From an optimization exercise on the open Yosys and OpenROAD flow, aimed at small area and a short achievable clock period; shortcuts taken in it are not production practice.
At most, simulation tests tie the RTL to the original design; equivalence was not proved.
The clock input has no modelled driver; a real chip could not lean on it and would need a root buffer or a full tree.
Power and IR drop assume default switching activity.

Setup of run 1:
==> flow/design.v <==
module mp85_bus_target #(
    parameter logic [15:0] BASE_ADDR   = 16'h8000,
    parameter int          ADDR_BITS   = 8,
    parameter int          WAIT_STATES = 2
) (
    input  logic        clk,
    input  logic        rst,
    input  logic [15:0] address,
    input  logic        mem_read,
    input  logic        mem_write,
    input  logic [7:0]  data_in,
    output logic [7:0]  data_out,
    output logic        ready,
    output logic        selected,
    output logic        err
);
    typedef enum logic [1:0] {
        ST_IDLE,
        ST_WAIT,
        ST_ACCESS,
        ST_RELEASE
    } state_t;
    state_t          state;
    logic            wait2;       
    logic            op_wr;
    logic [7:0]      wdata;
    logic [7:0]      qp1;         
    logic [3:0]      lo4;         
    logic [3:0]      mid4;        
    logic [7:0]      ph;          
    logic [255:0][7:0] ring;
    logic [7:0]      pw_a;        
    logic [7:0]      pw_b;        
    logic [1:0]      pw_d;        
    logic [7:0]      wd;          
    logic [7:0]      fa0;         
    logic [7:0]      fal;         
    logic            p1, p2;      
    logic            bp;          
    logic            byp;         
    logic [7:0][7:0] s1;
    logic [7:0]      rd;
    logic hit;
    logic one_strobe;
    logic both_strobes;
    logic strobe_held;
    logic [7:0] qn;               
    logic [5:0] widx;             
    always_comb begin
        hit          = (address[15:ADDR_BITS] == BASE_ADDR[15:ADDR_BITS]);
        one_strobe   = mem_read ^ mem_write;
        both_strobes = mem_read & mem_write;
        strobe_held  = op_wr ? mem_write : mem_read;
        qn           = address[7:0] + ph;
        widx         = 6'((qp1 + 8'd2) >> 2);
    end
    always_ff @(posedge clk or posedge rst) begin
        if (rst) begin
            state    <= ST_IDLE;
            wait2    <= 1'b0;
            fa0      <= 8'h00;
            data_out <= 8'h00;
            ready    <= 1'b0;
            selected <= 1'b0;
            err      <= 1'b0;
        end else begin
            ready <= 1'b0;
            err   <= 1'b0;
            fa0   <= {8{(state == ST_WAIT) && wait2 && strobe_held && op_wr &&
                        (pw_d == 2'd0)}} & pw_a;
            case (state)
                ST_IDLE: begin
                    if (hit && both_strobes) begin
                        err <= 1'b1;
                    end else if (hit && one_strobe) begin
                        selected <= 1'b1;
                        wait2    <= 1'b0;
                        state    <= ST_WAIT;
                    end
                end
                ST_WAIT: begin
                    if (!strobe_held) begin
                        selected <= 1'b0;
                        state    <= ST_IDLE;
                    end else if (wait2) begin
                        state <= ST_ACCESS;
                    end else begin
                        wait2 <= 1'b1;
                    end
                end
                ST_ACCESS: begin
                    if (!op_wr) begin
                        if (byp)
                            data_out <= wd;
                        else if (qp1[0])
                            data_out <= rd ^ {8{!qp1[2]}};
                        else
                            data_out <= s1[qp1[7:5]] ^ {8{!qp1[2]}};
                    end
                    ready <= 1'b1;
                    state <= ST_RELEASE;
                end
                ST_RELEASE: begin
                    if (!mem_read && !mem_write) begin
                        selected <= 1'b0;
                        state    <= ST_IDLE;
                    end
                end
                default: state <= ST_IDLE;
            endcase
        end
    end
    always_ff @(posedge clk) begin
        if (state == ST_IDLE) begin
            op_wr <= mem_write;
            wdata <= data_in;
            qp1   <= qn;
            lo4   <= 4'd1 << qn[2:1];
            mid4  <= 4'd1 << qn[4:3];
        end
    end
    always_ff @(posedge clk) begin
        if (state == ST_WAIT && !wait2 && op_wr) begin
            pw_a <= 8'd1 << widx[5:3];
            pw_b <= 8'd1 << widx[2:0];
            pw_d <= 2'(8'd1 - qp1);
            wd   <= wdata;
        end
        p1    <= (state == ST_ACCESS) && op_wr;
        p2    <= p1;
        fal   <= {8{((state == ST_ACCESS) && op_wr && pw_d == 2'd1) ||
                    (p1 && pw_d == 2'd2) || (p2 && pw_d == 2'd3)}} & pw_a;
        bp    <= p2 && (pw_d == 2'd3);
        if (state == ST_WAIT && !wait2)
            byp <= bp && pw_a[qp1[7:5]] && pw_b[qp1[4:2]] && (qp1[1:0] == 2'b11);
    end
    always_ff @(posedge clk) begin
        ph <= ph + 8'd1;
        for (int p = 0; p < 256; p++) begin
            if ((p % 4) == 3)
                ring[p] <= ~(((fa0[p / 32] || fal[p / 32]) && pw_b[(p / 4) % 8]) ?
                             ((((p / 4) % 2) == 1) ? wd : ~wd) :
                             ring[(p + 255) % 256]);
            else
                ring[p] <= ring[(p + 255) % 256];
        end
    end
    always_ff @(posedge clk) begin
        for (int g = 0; g < 8; g++) begin
            logic [7:0] acc;
            acc = 8'h00;
            for (int j = 0; j < 16; j++)
                acc = acc | (ring[2 * (16 * g + j)] & {8{lo4[j % 4] & mid4[j / 4]}});
            s1[g] <= acc;
        end
        rd <= s1[qp1[7:5]];
    end
endmodule
Settings: LEC_CHECK=0, CAP_MARGIN=20, CORE_MARGIN=2, CORE_UTILIZATION=55, SETUP_SLACK_MARGIN=3.0, SLEW_MARGIN=20; clock period 5.0 ns.
standard.sh (not shown) runs the stock make flow with config.mk's settings and CLKGATE_MAP_FILE= SYNTH_SCRIPT=/design/flow/synth_recipe.tcl, a recipe that flattens the netlist after the stock synthesis.
==> flow/flow/run.sh <==
#!/bin/bash
# Standard layout, except that the clock tree is built by flow/pre_cts.tcl
# (a balanced two-level clkbuf_16 tree) instead of TritonCTS.
set -euo pipefail
export PRE_CTS_TCL="$PWD/flow/pre_cts.tcl"
export CT_LEAF_COLS=8 CT_LEAF_ROWS=10 CT_ROOT_COLS=2 CT_ROOT_ROWS=2
bash standard.sh > standard_flow.log 2>&1
Other scripts of this flow, unchanged in this note and not shown: flow/flow/pre_cts.tcl
For run 2, these inputs were changed with respect to run 1:
-- flow/design.v --
<<< run 1, line 27
    logic [7:0]      qp1;         
    logic [3:0]      lo4;         
    logic [3:0]      mid4;        
    logic [7:0]      ph;          
    logic [255:0][7:0] ring;
>>> run 2, line 27
    logic [7:0]      qp1;         
    logic [3:0]      lo4;         
    logic [7:0]      mid8;        
    logic [7:0]      ph;          
    logic [255:0][7:0] ring;
<<< run 1, line 34
    logic [1:0]      pw_d;        
    logic [7:0]      wd;          
    logic [7:0]      fa0;         
    logic [7:0]      fal;         
    logic            p1, p2;      
    logic            bp;          
    logic            byp;         
    logic [7:0][7:0] s1;
    logic [7:0]      rd;
    logic hit;
>>> run 2, line 34
    logic [1:0]      pw_d;        
    logic [7:0]      wd;          
    logic            fire0;       
    logic            flate;       
    logic            p1, p2;      
    logic            bp;          
    logic            byp;         
    logic [3:0][7:0] s1;
    logic [7:0]      rd;
    logic hit;
<<< run 1, line 45
    logic both_strobes;
    logic strobe_held;
    logic [7:0] qn;               
    logic [5:0] widx;             
>>> run 2, line 45
    logic both_strobes;
    logic strobe_held;
    logic fire;
    logic [7:0] qn;               
    logic [5:0] widx;             
<<< run 1, line 52
        both_strobes = mem_read & mem_write;
        strobe_held  = op_wr ? mem_write : mem_read;
        qn           = address[7:0] + ph;
        widx         = 6'((qp1 + 8'd2) >> 2);
>>> run 2, line 53
        both_strobes = mem_read & mem_write;
        strobe_held  = op_wr ? mem_write : mem_read;
        fire         = fire0 || flate;
        qn           = address[7:0] + ph;
        widx         = 6'((qp1 + 8'd2) >> 2);
<<< run 1, line 59
            state    <= ST_IDLE;
            wait2    <= 1'b0;
            fa0      <= 8'h00;
            data_out <= 8'h00;
            ready    <= 1'b0;
>>> run 2, line 61
            state    <= ST_IDLE;
            wait2    <= 1'b0;
            fire0    <= 1'b0;
            data_out <= 8'h00;
            ready    <= 1'b0;
<<< run 1, line 67
            ready <= 1'b0;
            err   <= 1'b0;
            fa0   <= {8{(state == ST_WAIT) && wait2 && strobe_held && op_wr &&
                        (pw_d == 2'd0)}} & pw_a;
            case (state)
                ST_IDLE: begin
>>> run 2, line 69
            ready <= 1'b0;
            err   <= 1'b0;
            fire0 <= (state == ST_WAIT) && wait2 && strobe_held && op_wr &&
                     (pw_d == 2'd0);
            case (state)
                ST_IDLE: begin
<<< run 1, line 96
                            data_out <= rd ^ {8{!qp1[2]}};
                        else
                            data_out <= s1[qp1[7:5]] ^ {8{!qp1[2]}};
                    end
                    ready <= 1'b1;
>>> run 2, line 98
                            data_out <= rd ^ {8{!qp1[2]}};
                        else
                            data_out <= s1[qp1[7:6]] ^ {8{!qp1[2]}};
                    end
                    ready <= 1'b1;
<<< run 1, line 117
            qp1   <= qn;
            lo4   <= 4'd1 << qn[2:1];
            mid4  <= 4'd1 << qn[4:3];
        end
    end
>>> run 2, line 119
            qp1   <= qn;
            lo4   <= 4'd1 << qn[2:1];
            mid8  <= 8'd1 << qn[5:3];
        end
    end
<<< run 1, line 129
        p1    <= (state == ST_ACCESS) && op_wr;
        p2    <= p1;
        fal   <= {8{((state == ST_ACCESS) && op_wr && pw_d == 2'd1) ||
                    (p1 && pw_d == 2'd2) || (p2 && pw_d == 2'd3)}} & pw_a;
        bp    <= p2 && (pw_d == 2'd3);
        if (state == ST_WAIT && !wait2)
>>> run 2, line 131
        p1    <= (state == ST_ACCESS) && op_wr;
        p2    <= p1;
        flate <= ((state == ST_ACCESS) && op_wr && pw_d == 2'd1) ||
                 (p1 && pw_d == 2'd2) || (p2 && pw_d == 2'd3);
        bp    <= p2 && (pw_d == 2'd3);
        if (state == ST_WAIT && !wait2)
<<< run 1, line 139
        for (int p = 0; p < 256; p++) begin
            if ((p % 4) == 3)
                ring[p] <= ~(((fa0[p / 32] || fal[p / 32]) && pw_b[(p / 4) % 8]) ?
                             ((((p / 4) % 2) == 1) ? wd : ~wd) :
                             ring[(p + 255) % 256]);
>>> run 2, line 141
        for (int p = 0; p < 256; p++) begin
            if ((p % 4) == 3)
                ring[p] <= ~((fire && pw_a[p / 32] && pw_b[(p / 4) % 8]) ?
                             ((((p / 4) % 2) == 1) ? wd : ~wd) :
                             ring[(p + 255) % 256]);
<<< run 1, line 147
    end
    always_ff @(posedge clk) begin
        for (int g = 0; g < 8; g++) begin
            logic [7:0] acc;
            acc = 8'h00;
            for (int j = 0; j < 16; j++)
                acc = acc | (ring[2 * (16 * g + j)] & {8{lo4[j % 4] & mid4[j / 4]}});
            s1[g] <= acc;
        end
        rd <= s1[qp1[7:5]];
    end
endmodule
>>> run 2, line 149
    end
    always_ff @(posedge clk) begin
        for (int g = 0; g < 4; g++) begin
            logic [7:0] acc;
            acc = 8'h00;
            for (int j = 0; j < 32; j++)
                acc = acc | (ring[2 * (32 * g + j)] & {8{lo4[j % 4] & mid8[j / 4]}});
            s1[g] <= acc;
        end
        rd <= s1[qp1[7:6]];
    end
endmodule
The final reports for run 2 and run 1 show post-cts resize count lower in the former.
Re global-route met2 utilization: run 1 was higher than run 2.
Going from run 1 to run 2, critical path depth dropped 1, post-layout total power went up by 1.6 mW, routed via count divided by cell count has decreased, post-route minimum period saw a decrease.
Function not checked in run 1: the RTL went through the layout flow alone. No run of this note takes its clock network from TritonCTS; it comes from the design's own scripts or RTL.

## re-timing with driven ports
Ports are ideal in the flow. The routed layouts listed here were re-timed in OpenROAD. Step 1 assumes that a clkbuf_16 drives the clock port and a buf_2 every other input. Step 2 times the ports against the registers' clock, not the clock port: input delays grow and output delays shrink by t, the midpoint of the rising clock arrivals with the driver on. Three values: ideal, step 1, step 2; two values: the first two.
run | t, ns | setup WS [ns] | worst setup path at the end | clock arrival spread, ns
run 1 | 0.708 | 2.740 / 2.669 / 2.456 | input to register | 0.046 / 0.045
run 2 | 0.708 | 2.756 / 2.735 / 2.357 | input to register | 0.032 / 0.032
After both steps setup and hold are still met in every run listed. For run 2, which loses most, drivers alone change the setup slack by -0.021 ns; drivers and shift together by -0.399 ns.
